What follows belongs to an exercise in optimizing a design on an open flow for small area; a production flow would make more cautious choices.
In this exercise RTL edits were held to simulation tests only and were not proved equivalent to the original.
No activity file was given, so power comes from the tool's default toggle rates.

==> design.v <==
package qar_timer_pkg;
  localparam logic [5:0] REG_CTRL     = 6'h00;
  localparam logic [5:0] REG_PRESCALE = 6'h01;
  localparam logic [5:0] REG_COUNT    = 6'h02;
  localparam logic [5:0] REG_TOP      = 6'h03;
  localparam logic [5:0] REG_STATUS   = 6'h04;
  localparam logic [5:0] REG_IRQ_EN   = 6'h05;
  localparam int CH_BASE       = 8;
  localparam int CH_STRIDE     = 4;
  localparam int CH_OFF_CTRL   = 0;
  localparam int CH_OFF_CMP    = 1;
  localparam int CH_OFF_PERIOD = 2;
  localparam int CH_OFF_CAP    = 3;
  localparam int CTRL_EN_BIT      = 0;
  localparam int CTRL_ONESHOT_BIT = 1;
  localparam int CTRL_CLR_BIT     = 2;
  localparam int ST_WRAP_BIT = 0;
  localparam int ST_EVT_BASE = 8;
  localparam int ST_OVR_BASE = 16;
  typedef enum logic [1:0] {
    MODE_OFF = 2'd0,
    MODE_CMP = 2'd1,
    MODE_CAP = 2'd2,
    MODE_PWM = 2'd3
  } ch_mode_t;
endpackage
module qar_timer_add #(
  parameter int W = 32
) (
  input  logic [W-1:0] a,
  input  logic [W-1:0] b,
  output logic [W-1:0] s
);
  logic [W:0] c;
  assign c[0] = 1'b0;
  for (genvar i = 0; i < W; i++) begin : g_bit
    assign s[i]   = a[i] ^ b[i] ^ c[i];
    assign c[i+1] = (a[i] & b[i]) | (c[i] & (a[i] ^ b[i]));
  end
endmodule
module qar_timer_inc #(
  parameter int W = 32
) (
  input  logic [W-1:0] a,
  input  logic         ci,
  output logic [W-1:0] s
);
  logic [W:0] c;
  assign c[0] = ci;
  for (genvar i = 0; i < W; i++) begin : g_bit
    assign s[i]   = a[i] ^ c[i];
    assign c[i+1] = a[i] & c[i];
  end
endmodule
import qar_timer_pkg::*;
module qar_timer_mc #(
  parameter int CNT_W  = 32,
  parameter int NUM_CH = 8,
  parameter int PRE_W  = 16
) (
  input  logic              clk,
  input  logic              rst,
  input  logic              bus_write,
  input  logic              bus_read,
  input  logic [5:0]        addr_word,
  input  logic [31:0]       wdata,
  output logic [31:0]       rdata,
  input  logic [NUM_CH-1:0] capture_in,
  output logic [NUM_CH-1:0] pwm_out,
  output logic              irq
);
  logic              alive_reg;
  logic              en_reg;
  logic              oneshot_reg;
  logic [PRE_W-1:0]  prescale_reg;
  logic [PRE_W-1:0]  pre_cnt_reg;
  logic [CNT_W-1:0]  count_reg;
  logic [CNT_W-1:0]  top_reg;
  logic              wrap_reg;
  logic [NUM_CH-1:0] evt_reg;
  logic [NUM_CH-1:0] ovr_reg;
  logic              irq_wrap_en_reg;
  logic [NUM_CH-1:0] irq_evt_en_reg;
  logic [NUM_CH-1:0] irq_ovr_en_reg;
  logic              glb;
  logic [5:0]        gsel;
  logic [NUM_CH-1:0] chsel;
  logic [3:0]        osel;
  assign glb = (addr_word[5:3] == 3'd0);
  for (genvar g = 0; g < 6; g++) begin : g_gsel
    assign gsel[g] = glb && (addr_word[2:0] == g);
  end
  for (genvar i = 0; i < NUM_CH; i++) begin : g_chsel
    assign chsel[i] = (addr_word[5:2] == 4'(i + 2));
  end
  for (genvar k = 0; k < 4; k++) begin : g_osel
    assign osel[k] = (addr_word[1:0] == k);
  end
  logic wr_ctrl, wr_prescale, wr_count, wr_top, wr_status, wr_irq_en;
  assign wr_ctrl     = bus_write && gsel[REG_CTRL];
  assign wr_prescale = bus_write && gsel[REG_PRESCALE];
  assign wr_count    = bus_write && gsel[REG_COUNT];
  assign wr_top      = bus_write && gsel[REG_TOP];
  assign wr_status   = bus_write && gsel[REG_STATUS];
  assign wr_irq_en   = bus_write && gsel[REG_IRQ_EN];
  logic             clr, tick, top_zero, at_top, wrap_set, zero_cnt;
  logic [CNT_W-1:0] count_inc;
  logic [PRE_W-1:0] pre_inc;
  assign clr      = wr_ctrl && wdata[CTRL_CLR_BIT];
  assign tick     = en_reg && (pre_cnt_reg == prescale_reg);
  assign top_zero = ~|top_reg;
  assign at_top   = top_zero ? (&count_reg) : (count_reg == top_reg);
  assign wrap_set = tick && !clr && !wr_count && at_top;
  assign zero_cnt = clr || (tick && at_top) || !alive_reg;
  qar_timer_inc #(.W(CNT_W)) u_count_inc (.a(count_reg), .ci(tick), .s(count_inc));
  qar_timer_inc #(.W(PRE_W)) u_pre_inc (.a(pre_cnt_reg), .ci(1'b1), .s(pre_inc));
  logic [NUM_CH-1:0] ch_evt, ch_ovr;
  logic [4:0]        ch_ctrl   [NUM_CH];
  logic [CNT_W-1:0]  ch_cmp    [NUM_CH];
  logic [CNT_W-1:0]  ch_period [NUM_CH];
  logic [CNT_W-1:0]  ch_cap    [NUM_CH];
  for (genvar gi = 0; gi < NUM_CH; gi++) begin : g_ch
    logic [1:0]       mode_reg;
    logic             auto_reload_reg;
    logic             cap_fall_reg;
    logic             pwm_inv_reg;
    logic [CNT_W-1:0] cmp_reg;
    logic [CNT_W-1:0] period_reg;
    logic [CNT_W-1:0] cap_reg;
    logic [1:0]       sync_reg;
    logic             dly_reg;
    logic             edge_reg;
    logic             pwm_reg;
    logic wr_chctrl, wr_cmp, wr_period;
    logic synced, edge_det, cmp_hit, cap_hit, reload;
    assign wr_chctrl = bus_write && chsel[gi] && osel[CH_OFF_CTRL];
    assign wr_cmp    = bus_write && chsel[gi] && osel[CH_OFF_CMP];
    assign wr_period = bus_write && chsel[gi] && osel[CH_OFF_PERIOD];
    logic [CNT_W-1:0] bit_eq;
    logic [CNT_W:0]   lt_chain;
    logic             cnt_eq, cnt_lt;
    assign bit_eq      = ~(count_reg ^ cmp_reg);
    assign lt_chain[0] = 1'b0;
    for (genvar b = 0; b < CNT_W; b++) begin : g_lt
      assign lt_chain[b+1] = bit_eq[b] ? lt_chain[b] : cmp_reg[b];
    end
    assign cnt_eq = (count_reg == cmp_reg);
    assign cnt_lt = lt_chain[CNT_W];
    logic [CNT_W-1:0] sum;
    qar_timer_add #(.W(CNT_W)) u_reload_add (.a(cmp_reg), .b(period_reg), .s(sum));
    assign synced   = sync_reg[1];
    assign edge_det = cap_fall_reg ? (dly_reg & ~synced) : (synced & ~dly_reg);
    assign cmp_hit = (mode_reg == MODE_CMP) && tick && cnt_eq;
    assign cap_hit = (mode_reg == MODE_CAP) && edge_reg;
    assign reload  = cmp_hit && auto_reload_reg;
    assign ch_evt[gi]  = cmp_hit | cap_hit;
    assign ch_ovr[gi]  = cap_hit & evt_reg[gi];
    assign pwm_out[gi] = pwm_reg;
    assign ch_ctrl[gi]   = {pwm_inv_reg, cap_fall_reg, auto_reload_reg, mode_reg};
    assign ch_cmp[gi]    = cmp_reg;
    assign ch_period[gi] = period_reg;
    assign ch_cap[gi]    = cap_reg;
    always_ff @(posedge clk or posedge rst) begin
      if (rst) begin
        mode_reg <= MODE_OFF;
        sync_reg <= '0;
        dly_reg  <= 1'b0;
        edge_reg <= 1'b0;
        pwm_reg  <= 1'b0;
      end else begin
        sync_reg <= {sync_reg[0], capture_in[gi]};
        dly_reg  <= synced;
        edge_reg <= edge_det;
        if (wr_chctrl) mode_reg <= wdata[1:0];
        pwm_reg  <= (mode_reg == MODE_PWM) && (cnt_lt ^ pwm_inv_reg);
      end
    end
    logic keep_ctrl, take_sum, keep_cmp, keep_period, keep_cap;
    assign keep_ctrl   = alive_reg & ~wr_chctrl;
    assign take_sum    = alive_reg & ~wr_cmp & reload;
    assign keep_cmp    = alive_reg & ~wr_cmp & ~reload;
    assign keep_period = alive_reg & ~wr_period;
    assign keep_cap    = alive_reg & ~cap_hit;
    always_ff @(posedge clk) begin
      {pwm_inv_reg, cap_fall_reg, auto_reload_reg} <=
          ({3{wr_chctrl}} & wdata[4:2]) |
          ({3{keep_ctrl}} & {pwm_inv_reg, cap_fall_reg, auto_reload_reg});
      cmp_reg    <= ({CNT_W{wr_cmp}} & wdata[CNT_W-1:0]) | ({CNT_W{take_sum}} & sum) |
                    ({CNT_W{keep_cmp}} & cmp_reg);
      period_reg <= ({CNT_W{wr_period}} & wdata[CNT_W-1:0]) |
                    ({CNT_W{keep_period}} & period_reg);
      cap_reg    <= ({CNT_W{cap_hit}} & count_reg) | ({CNT_W{keep_cap}} & cap_reg);
    end
  end
  always_ff @(posedge clk or posedge rst) begin
    if (rst) begin
      alive_reg   <= 1'b0;
      en_reg      <= 1'b0;
      oneshot_reg <= 1'b0;
      pre_cnt_reg <= '0;
    end else begin
      alive_reg <= 1'b1;
      if (wr_ctrl) begin
        en_reg      <= wdata[CTRL_EN_BIT];
        oneshot_reg <= wdata[CTRL_ONESHOT_BIT];
      end else if (wrap_set && oneshot_reg) begin
        en_reg <= 1'b0;
      end
      pre_cnt_reg <= (!en_reg || clr || tick) ? '0 : pre_inc;
    end
  end
  logic keep_prescale, keep_top, keep_irq_en, keep_count;
  assign keep_prescale = alive_reg & ~wr_prescale;
  assign keep_top      = alive_reg & ~wr_top;
  assign keep_irq_en   = alive_reg & ~wr_irq_en;
  assign keep_count    = ~wr_count & ~zero_cnt;
  always_ff @(posedge clk) begin
    prescale_reg <= ({PRE_W{wr_prescale}} & wdata[PRE_W-1:0]) |
                    ({PRE_W{keep_prescale}} & prescale_reg);
    top_reg      <= ({CNT_W{wr_top}} & wdata[CNT_W-1:0]) |
                    ({CNT_W{keep_top}} & top_reg);
    count_reg    <= ({CNT_W{wr_count}} & wdata[CNT_W-1:0]) |
                    ({CNT_W{keep_count}} & count_inc);
    wrap_reg <= (wrap_reg & alive_reg & ~(wr_status & wdata[ST_WRAP_BIT])) | wrap_set;
    evt_reg  <= (evt_reg & {NUM_CH{alive_reg}} &
                 ~({NUM_CH{wr_status}} & wdata[ST_EVT_BASE +: NUM_CH])) | ch_evt;
    ovr_reg  <= (ovr_reg & {NUM_CH{alive_reg}} &
                 ~({NUM_CH{wr_status}} & wdata[ST_OVR_BASE +: NUM_CH])) | ch_ovr;
    {irq_ovr_en_reg, irq_evt_en_reg, irq_wrap_en_reg} <=
        ({(2*NUM_CH+1){wr_irq_en}} &
         {wdata[ST_OVR_BASE +: NUM_CH], wdata[ST_EVT_BASE +: NUM_CH], wdata[ST_WRAP_BIT]}) |
        ({(2*NUM_CH+1){keep_irq_en}} & {irq_ovr_en_reg, irq_evt_en_reg, irq_wrap_en_reg});
  end
  assign irq = alive_reg & (
               (wrap_reg & irq_wrap_en_reg) |
               (|(evt_reg & irq_evt_en_reg)) |
               (|(ovr_reg & irq_ovr_en_reg)));
  logic [31:0] status_word, irq_en_word;
  always_comb begin
    status_word                        = '0;
    status_word[ST_WRAP_BIT]           = wrap_reg;
    status_word[ST_EVT_BASE +: NUM_CH] = evt_reg;
    status_word[ST_OVR_BASE +: NUM_CH] = ovr_reg;
    irq_en_word                        = '0;
    irq_en_word[ST_WRAP_BIT]           = irq_wrap_en_reg;
    irq_en_word[ST_EVT_BASE +: NUM_CH] = irq_evt_en_reg;
    irq_en_word[ST_OVR_BASE +: NUM_CH] = irq_ovr_en_reg;
  end
  always_comb begin
    rdata = ({32{gsel[REG_CTRL]}}     & {30'd0, oneshot_reg, en_reg}) |
            ({32{gsel[REG_PRESCALE]}} & {{(32-PRE_W){1'b0}}, prescale_reg}) |
            ({32{gsel[REG_COUNT]}}    & count_reg) |
            ({32{gsel[REG_TOP]}}      & top_reg) |
            ({32{gsel[REG_STATUS]}}   & status_word) |
            ({32{gsel[REG_IRQ_EN]}}   & irq_en_word);
    for (int i = 0; i < NUM_CH; i++) begin
      rdata = rdata |
              ({32{chsel[i] & osel[CH_OFF_CTRL]}}   & {27'd0, ch_ctrl[i]}) |
              ({32{chsel[i] & osel[CH_OFF_CMP]}}    & ch_cmp[i]) |
              ({32{chsel[i] & osel[CH_OFF_PERIOD]}} & ch_period[i]) |
              ({32{chsel[i] & osel[CH_OFF_CAP]}}    & ch_cap[i]);
    end
    rdata = rdata & {32{bus_read & alive_reg}};
  end
endmodule
==> flow/run.sh <==
#!/bin/bash
# Layout flow: the standard flow (standard.sh: standard synthesis, then
# ORFS floorplan to finish), with these changes to how the layout is built:
#  - clock tree: clkbuf_8 buffers, sink clusters of up to 13 flops within
#    65 um, and no dummy loads (fewer, smaller clock buffers);
#  - port buffers: every input and output port still gets its own buffer,
#    using buf_1 cells;
#  - repair_design (pre_resize.tcl hook) leaves out buf_8/12/16, so
#    high-fanout nets get smaller buffers;
#  - synthesis: standard.sh's synthesis with only the final ABC mapping
#    script changed (flow/synth_abc.tcl, flow/abc_area_map.script).
# Each tool's full output goes to standard.log in this folder.
set -uo pipefail
here=$(pwd)
export CTS_ARGS="-sink_clustering_enable -repair_clock_nets -dont_use_dummy_load -buf_list sky130_fd_sc_hd__clkbuf_8 -sink_clustering_size 13 -sink_clustering_max_diameter 65"
export BUFFER_PORTS_ARGS="-buffer_cell sky130_fd_sc_hd__buf_1"
export PRE_GLOBAL_PLACE_TCL="$here/flow/pre_global_place.tcl"
export PRE_RESIZE_TCL="$here/flow/pre_resize.tcl"
export FLOW_SYNTH_TCL="$here/synth_recipe.tcl"
export ABC_MAP_SCRIPT="$here/flow/abc_area_map.script"
bash standard.sh SYNTH_SCRIPT="$here/flow/synth_abc.tcl" finish > standard.log 2>&1
status=$?
cp -r orfs/logs standard_logs 2>/dev/null || true
exit $status
==> flow/abc_area_map.script <==
strash
dch -f
map -a
topo
stime -c
buffer -c
upsize -c
dnsize -c
==> flow/pre_global_place.tcl <==
# Hook sourced by ORFS global_place.tcl before placement: drop the buffers
# that synthesis inserted, as the timing-driven placement would; the repair
# steps that follow re-buffer only the nets that need it.
remove_buffers
==> flow/pre_resize.tcl <==
# Hook sourced by ORFS resize.tcl before repair_design: leave the three
# largest plain buffers out, so high-fanout nets get smaller buffers.
set_dont_use {sky130_fd_sc_hd__buf_16 sky130_fd_sc_hd__buf_12 sky130_fd_sc_hd__buf_8}
==> flow/synth_abc.tcl <==
# Synthesis script: the standard flow's own synth_recipe.tcl (the standard synthesis),
# with one change: the final ABC technology mapping uses
# flow/abc_area_map.script (area-oriented "dch -f; map -a", then ABC's
# usual buffering and sizing) instead of ORFS's abc_area.script. Every
# step before ABC, including flip-flop mapping, is unchanged, so the
# registers, their names and cell types are the standard synthesis's.
proc abc {args} {
  set i [lsearch $args -script]
  if {$i >= 0} { lset args [expr {$i + 1}] $::env(ABC_MAP_SCRIPT) }
  yosys abc {*}$args
}
source $::env(FLOW_SYNTH_TCL)
==> standard.sh <==
#!/bin/bash
# synth_recipe.tcl (not shown) runs the flow's synth.tcl, then flattens the netlist and writes it again
# the make line also repeats each setting of config.mk as NAME=value (left out here)
make -C /OpenROAD-flow-scripts/flow DESIGN_CONFIG=/design/flow/config.mk WORK_HOME=/design/flow/orfs CLKGATE_MAP_FILE= SYNTH_SCRIPT=/design/flow/synth_recipe.tcl "${@:-finish}"
==> config.mk <==
export PLATFORM = sky130hd
export DESIGN_NAME = qar_timer_mc
export DESIGN_NICKNAME = qar_timer_mc
export VERILOG_FILES = /design/flow/design.v
export SDC_FILE = /design/flow/constraint.sdc
export NUM_CORES = 4
export LEC_CHECK = 0
export ABC_AREA = 1
export CAP_MARGIN = 10
export CORE_MARGIN = 2
export CORE_UTILIZATION = 40
export GPL_TIMING_DRIVEN = 0
export SLEW_MARGIN = 10
==> constraint.sdc <==
create_clock -name core_clock -period 15.0 [get_ports {clk}]
set_input_delay 3.0000 -clock core_clock [delete_from_list [all_inputs] [get_ports {clk}]]
set_output_delay 3.0000 -clock core_clock [all_outputs]
set_load 0.01 [all_outputs]
==> impl_metrics.json, run 1 <==
{
  "status": "finished with violations",
  "failed_checks": "capacitance limit, slew limit",
  "critPathCaptureType": "flop",
  "async_flop_share_pct": 7.645,
  "clkPwrFrac_pct": 33.1,
  "ctsResizeCount": 0,
  "coreArea_sq_um": 121400,
  "sw_frac_of_total_pct": 28.57,
  "regArea_sq_um": 20020,
  "hold_class": "reg2reg",
  "ir_worst_vdd_mv": 0.06007,
  "ys_seq_area_share_pct": 41.08,
  "drt_iter0_drc": 6746,
  "utilization_pct": 42.98,
  "r2r_slack_ns": 1.36,
  "reg2reg_from": "g_ch[6].cmp_reg[0]$_DFF_P_",
  "critPathMaxFanout": 4,
  "drv_cap": 1,
  "fp.dieH_um": 353.0,
  "netlist_area_sq_um": 48730,
  "holdPathEnd": "g_ch[1].sync_reg[1]$_DFF_PP0_",
  "synth_most_common_cell": "dfxtp_1",
  "postCtsSetupBuffers": 0,
  "synthTopCellsByCount": "dfxtp_1, inv_1, o22ai_1",
  "track_usage_pct": 37.85,
  "period_needed_ns": 13.64,
  "num_rows": 128,
  "dp_hpwl_um": 180900,
  "rr_worst_depth": 36,
  "slew_headroom_pct": -0.1063,
  "synth_seq_cells": 981,
  "holdWs_ns": 0.3440,
  "wl_per_cell_um": 34.12,
  "max_freq_ghz": 0.07334,
  "ant_nets": 0,
  "dieArea_sq_um": 124600,
  "fin_nets": 5833,
  "drcViolationCount": 0,
  "tritoncts": "built",
  "dieWidth_um": 353.0,
  "switchingPower_uw": 1308,
  "syn_inst": 5662,
  "clk_pin_slew_ns": 0.09,
  "seqPwrFrac_pct": 58.3,
  "avgSynthCellArea_sq_um": 8.606,
  "clock_path_buffers": 3,
  "comb_power_share_pct": 8.6,
  "clock_latency_ns": 0.81,
  "r2r-end": "g_ch[6].cmp_reg[31]$_DFF_P_",
  "viasPerCell": 6.651,
  "numPortBuffers": 90,
  "worstSetupPathType": "reg2reg",
  "finalMaxSlewViolations": 1,
  "cts-root-buf": "clkbuf_8",
  "worstMarginPinSlew_ns": 1.464,
  "routabilityCongestion": 1.096,
  "grt_max_degree": 68,
  "drive_above_1_share_pct": 5.237,
  "syn_to_final_growth_pct": 7.085,
  "min-delay-start": "g_ch[1].sync_reg[0]$_DFF_PP0_",
  "final.period_utilization_pct": 90.90,
  "grt_pass1_wl_um": 338400,
  "synth_edf_count": 0,
  "hold_path_depth": 0,
  "finClkSkew_ns": 0.06271,
  "globalRouteOverflowTotal": 0,
  "yosysWarnings": 5,
  "synth-main-ff-cell": "dfxtp_1",
  "internal-power_uw": 3270,
  "max_stage_delay_ns": 0.48,
  "cts-buffers-inserted": 94,
  "num_vias": 47350,
  "yosysTopAreaCellShare_pct": 37.22,
  "synthTopCellsByArea": "dfxtp_1, fa_1, o22ai_1",
  "hold_buffers": 0,
  "wl_um": 242900,
  "yosys.area.top_type": "dfxtp_1",
  "cp.arrival_ns": 14.28,
  "worst_path_max_delay_cell": "fa_1",
  "rsz0062_at_grt": "no",
  "start_kind": "flop",
  "cts_sinks": 981,
  "cellPowerDensity_nw_per_um2": 87.74,
  "io_pins": 91,
  "cp.required_ns": 15.65,
  "fillerInstances": 12280,
  "antenna_found_initial": 13,
  "cpMostUsedCell": "fa_1",
  "p_leak_uw": 0.01600,
  "grt_pass1_vias": 44400,
  "multi_input_area_sq_um": 24280,
  "finalHoldViolCount": 0,
  "start_util_pct": 40.14,
  "htreeDepth": 3,
  "first_pass_iters": 8,
  "setup_viol": 0,
  "syn-num-nets": 6013,
  "netlist-cell-type-count": 51
}
through the flow:
stage                     setup TNS, ns  instances  setup slack [ns]  area [sq um]  power [uW]
after floorplan                       0       5662             2.835         48730        2904
after global placement          -345.39       6942            -4.400         49430        3079
after detailed placement              0       7008             1.533         50790        3102
after CTS                             0       7102             1.452         52080        4564
after global routing                  0       7110             1.121         52160        4683
final                                 0       7119             1.365         52180        4578
area by class of cell:
class / instances / share of cell area [%]
inverter: 842 / 6.067
clock buffer: 94 / 2.479
multi-input combinational: 3404 / 46.53
sequential: 981 / 38.37
antenna: 14 / 0.06714
timing repair buffer: 159 / 2.597
tap: 1625 / 3.897
worst max-delay path, delay by kind of cell, from the launching register on:
| kind | cells | cell delay (ns) |
|---|---|---|
| xor+xnor | 1 | 0.18 |
| buf+inv | 3 | 0.19 |
| flops | 1 | 0.43 |
| fa+ha+maj | 31 | 12.55 |
| compound gates | 1 | 0.13 |
logic make-up (layout without fill, tap and decap cells):
| kind of cell | count (synthesis) | in the layout | synth area share, % |
|---|---|---|---|
| AOI/OAI and AO/OA | 1859 | 1859 | 26.03 |
| buffers and inverters | 1277 | 1095 | 9.907 |
| and+or+nand+nor | 1200 | 1200 | 10.78 |
| DFF | 981 | 981 | 41.08 |
| adders and majority gates | 301 | 301 | 11.43 |
| xor gates and xnor gates | 43 | 43 | 0.7729 |
| other | 1 | 15 | 0.007696 |
how the worst max path moves through the flow:
stage	start	endpoint	slack, ns	cells after the start
5_1_grt	g_ch[6].cmp_reg[0]$_DFF_P_	g_ch[6].cmp_reg[31]$_DFF_P_	1.12	36
4_1_cts	g_ch[6].cmp_reg[0]$_DFF_P_	g_ch[6].cmp_reg[31]$_DFF_P_	1.45	36
3_3_place_gp	alive_reg$_DFF_PP0_	rdata[31]	-4.40	3
3_5_place_dp	g_ch[6].cmp_reg[0]$_DFF_P_	g_ch[6].cmp_reg[31]$_DFF_P_	1.53	36
2_1_floorplan	g_ch[3].cmp_reg[0]$_DFF_P_	g_ch[3].cmp_reg[31]$_DFF_P_	2.84	36
6_report	g_ch[6].cmp_reg[0]$_DFF_P_	g_ch[6].cmp_reg[31]$_DFF_P_	1.36	36
layer usage:
metal / GRT usage, % / share of wire, % / up-vias
li1: - / - / 19860
met1: 49.33 / 38 / 23550
met2: 58.20 / 44 / 3261
met3: 8.171 / 11 / 667
met4: 21.37 / 6.7 / 8
met5: 0 / 0.023 / -
power by group through the flow:
stage / sequential (uW) / combinational (uW) / clock [uW]
final: 2670 / 392 / 1520
after detailed placement: 2730 / 373 / 0
after CTS: 2670 / 374 / 1520
after floorplan: 2710 / 194 / 0
after global placement: 2740 / 338 / 0
after global routing: 2670 / 399 / 1610
cell usage in the layout, fill, tap and decap left out, types with 94 or more instances in the layout:
master    Yosys  final
a21oi_1     152    152
a221oi_1    133    133
clkbuf_8      0     94
dfxtp_1     906    906
fa_1        240    240
inv_1       807    798
nand2_1     552    524
nand3_1     293    281
nor2_1      200    167
o21ai_0     409    409
o221ai_1    360    360
o22ai_1     589    589
==> run 2, diff against run 1 <==
--- a/config.mk
+++ b/config.mk
@@ -6,8 +6,8 @@
 export NUM_CORES = 4
 export LEC_CHECK = 0
 export ABC_AREA = 1
-export CAP_MARGIN = 10
+export CAP_MARGIN = 20
 export CORE_MARGIN = 2
 export CORE_UTILIZATION = 40
 export GPL_TIMING_DRIVEN = 0
-export SLEW_MARGIN = 10
+export SLEW_MARGIN = 20
==> run 2 against run 1 <==
  * The run now finishes clean
  * Utilization up 0.11 points
  * Via count increased by 0.42%
  * Count of clock-buffer cells in the layout is 2 higher
  * Die area stayed put
  * Critical endpoint unchanged
  * Largest cell class unchanged
  * Largest power group unchanged
==> impl_metrics.json, run 2 <==
{
  "final_common_cell": "dfxtp_1",
  "critPathMaxFanout": 4,
  "viasPerCell": 6.679,
  "cp.required_ns": 15.67,
  "start_kind": "flop",
  "drv_cap": 0,
  "synth_edf_count": 0,
  "wl_met3_um": 26300,
  "tns_ns": 0,
  "hold_class": "reg2reg",
  "htreeDepth": 3,
  "num_rows": 128,
  "first_pass_iters": 14,
  "cts_sinks": 981,
  "antenna_found_initial": 9,
  "utilization_pct": 43.09,
  "final.period_utilization_pct": 90.45,
  "tritoncts": "built",
  "num_vias": 47550,
  "fin_nets": 5839,
  "p_leak_uw": 0.01608,
  "finClkSkew_ns": 0.04699,
  "drt_iter0_drc": 6918,
  "dieArea_sq_um": 124600,
  "ys_seq_area_share_pct": 41.08,
  "drive_above_1_share_pct": 5.596,
  "hold_buffers": 0,
  "grt_max_degree": 64,
  "ctsResizeCount": 0,
  "setup_viol": 0,
  "rsz0062_at_grt": "no",
  "cpMostUsedCell": "fa_1",
  "numPortBuffers": 90,
  "synthTopCellsByCount": "dfxtp_1, inv_1, o22ai_1",
  "wl_um": 243200,
  "dieWidth_um": 353.0,
  "drcViolationCount": 0,
  "postCtsSetupBuffers": 0,
  "wl_per_cell_um": 34.17,
  "netlist_area_sq_um": 48730,
  "io_pins": 91,
  "grt_pass1_wl_um": 337700,
  "ir_worst_vdd_mv": 0.06679,
  "highest_layer": "met5",
  "synthTopCellsByArea": "dfxtp_1, fa_1, o22ai_1",
  "avgSynthCellArea_sq_um": 8.606,
  "syn-num-nets": 6013,
  "cts-root-buf": "clkbuf_8",
  "grt_pass1_vias": 44630,
  "max_stage_delay_ns": 0.48,
  "wirelength_met1_um": 93170,
  "cts-buffers-inserted": 96,
  "synth-main-ff-cell": "dfxtp_1",
  "synth_seq_cells": 981,
  "worstMarginPinSlew_ns": 1.223,
  "finalHoldViolCount": 0,
  "worst_path_max_delay_cell": "fa_1",
  "cellPowerDensity_nw_per_um2": 88.17,
  "syn_to_final_growth_pct": 7.362,
  "start_util_pct": 40.14,
  "yosys.area.top_type": "dfxtp_1",
  "globalRouteOverflowTotal": 0,
  "dp_hpwl_um": 181600,
  "clk_pin_slew_ns": 0.10,
  "clock_path_buffers": 3,
  "route.met2.wl_um": 107600,
  "fp.dieH_um": 353.0,
  "synth_most_common_cell": "dfxtp_1",
  "syn_inst": 5662,
  "worstSetupPathType": "reg2reg",
  "yosysWarnings": 5,
  "finalMaxSlewViolations": 0,
  "coreArea_sq_um": 121400,
  "cp.arrival_ns": 14.23,
  "most-common-layout-cells": "dfxtp_1, inv_1, o22ai_1",
  "async_flop_share_pct": 7.645,
  "yosysTopAreaCellShare_pct": 37.22,
  "clock_latency_ns": 0.82,
  "slew_headroom_pct": 17.83,
  "status": "no timing/DRC/antenna violations",
  "period_needed_ns": 13.57,
  "netlist-cell-type-count": 51,
  "critPathCaptureType": "flop",
  "max_freq_ghz": 0.07371,
  "ant_nets": 0,
  "track_usage_pct": 37.75,
  "routabilityCongestion": 1.096
}
==> run 2: cell count changes in the layout (fill, tap and decap cells not counted), sizes merged <==
cell,previous run,this run
diode,14,8
buf,148,150
bufbuf,10,12
clkbuf,95,97
clkinv,30,29
inv,812,813
==> run 2: layout make-up <==
cell class                      count  area (sq um)
Fill cell                       12430         69080
Multi-Input combinational cell   3404         24310
Sequential cell                   981         20020
Inverter                          842          3169
Tap cell                         1625          2033
Timing Repair Buffer              163          1443
Clock buffer                       96          1321
Antenna cell                        8         20.02
==> run 2: kinds of logic (layout without fill, tap and decap cells) <==
group / Yosys count / in the layout / share of synthesized area [%]
AOI/OAI and AO/OA: 1859 / 1859 / 26.03
buffers and inverters: 1277 / 1101 / 9.907
and+or+nand+nor: 1200 / 1200 / 10.78
DFF: 981 / 981 / 41.08
adders and majority gates: 301 / 301 / 11.43
xor gates and xnor gates: 43 / 43 / 0.7729
other: 1 / 9 / 0.007696
==> run 2: worst paths after layout <==
path	start	end	slack [ns]	depth (start not counted)
worst min register to register	g_ch[3].sync_reg[0]$_DFF_PP0_	g_ch[3].sync_reg[1]$_DFF_PP0_	0.33	0
min in group asynchronous	rst	g_ch[0].pwm_reg$_DFF_PP0_	2.16	2
worst max register to register	g_ch[6].cmp_reg[0]$_DFF_P_	g_ch[6].cmp_reg[31]$_DFF_P_	1.43	36
worst min-delay path	g_ch[3].sync_reg[0]$_DFF_PP0_	g_ch[3].sync_reg[1]$_DFF_PP0_	0.33	0
worst max-delay path	g_ch[6].cmp_reg[0]$_DFF_P_	g_ch[6].cmp_reg[31]$_DFF_P_	1.43	36
max in group asynchronous	rst	g_ch[6].dly_reg$_DFF_PP0_	12.12	3
==> run 2: metal layers <==
metal | vias up | global-route usage [%]
met3 | 669 | 6.884
met5 | - | 0
met2 | 3244 | 58.99
met1 | 23730 | 49.28
met4 | 2 | 21.13
li1 | 19900 | -
==> run 2: critical path: cells and delay by family (launching register included) <==
kind | cells | cell delay (ns)
buf+inv | 3 | 0.19
xor+xnor | 1 | 0.17
flops | 1 | 0.42
compound gates | 1 | 0.13
fa+ha+maj | 31 | 12.53
==> run 2: power by group <==
group	internal [uW]	leakage [uW]	switching (uW)
sequential	2630	0.00827	37.6
clock	568	0.000690	977
combinational	81.4	0.00712	313
==> run 2: stage by stage <==
step	power, uW	instance area, sq um	hold WS, ns	setup slack [ns]	cells
after floorplan	2904	48730	0.3312	2.835	5662
after global placement	3079	49430	0.3328	-4.400	6942
after detailed placement	3106	50920	0.3355	1.560	7013
after CTS	4588	52240	0.3356	1.486	7109
after global routing	4702	52300	0.3329	1.193	7114
final	4612	52310	0.3267	1.432	7119

[re-timing with driven ports]
The flow's constraints put no driver on any port. The routed layouts listed below were extracted and timed again, unchanged, in two steps. Step 1 assumes that a clkbuf_16 drives the clock port and a buf_2 every other input. Step 2 moves the port delays by t, midway between the first and last clock arrival at a register: inputs arrive t later, outputs are due t later. That takes back most of the time a late clock gives input paths. Three values: ideal, step 1, step 2; two values: the first two.
| run | t, ns | slack for setup (ns) | cell pins on the clock port's net |
|---|---|---|---|
| run 1 | 0.855 | 1.365 / 1.365 / 1.365 | 1 |
| run 2 | 0.865 | 1.432 / 1.432 / 1.432 | 1 |
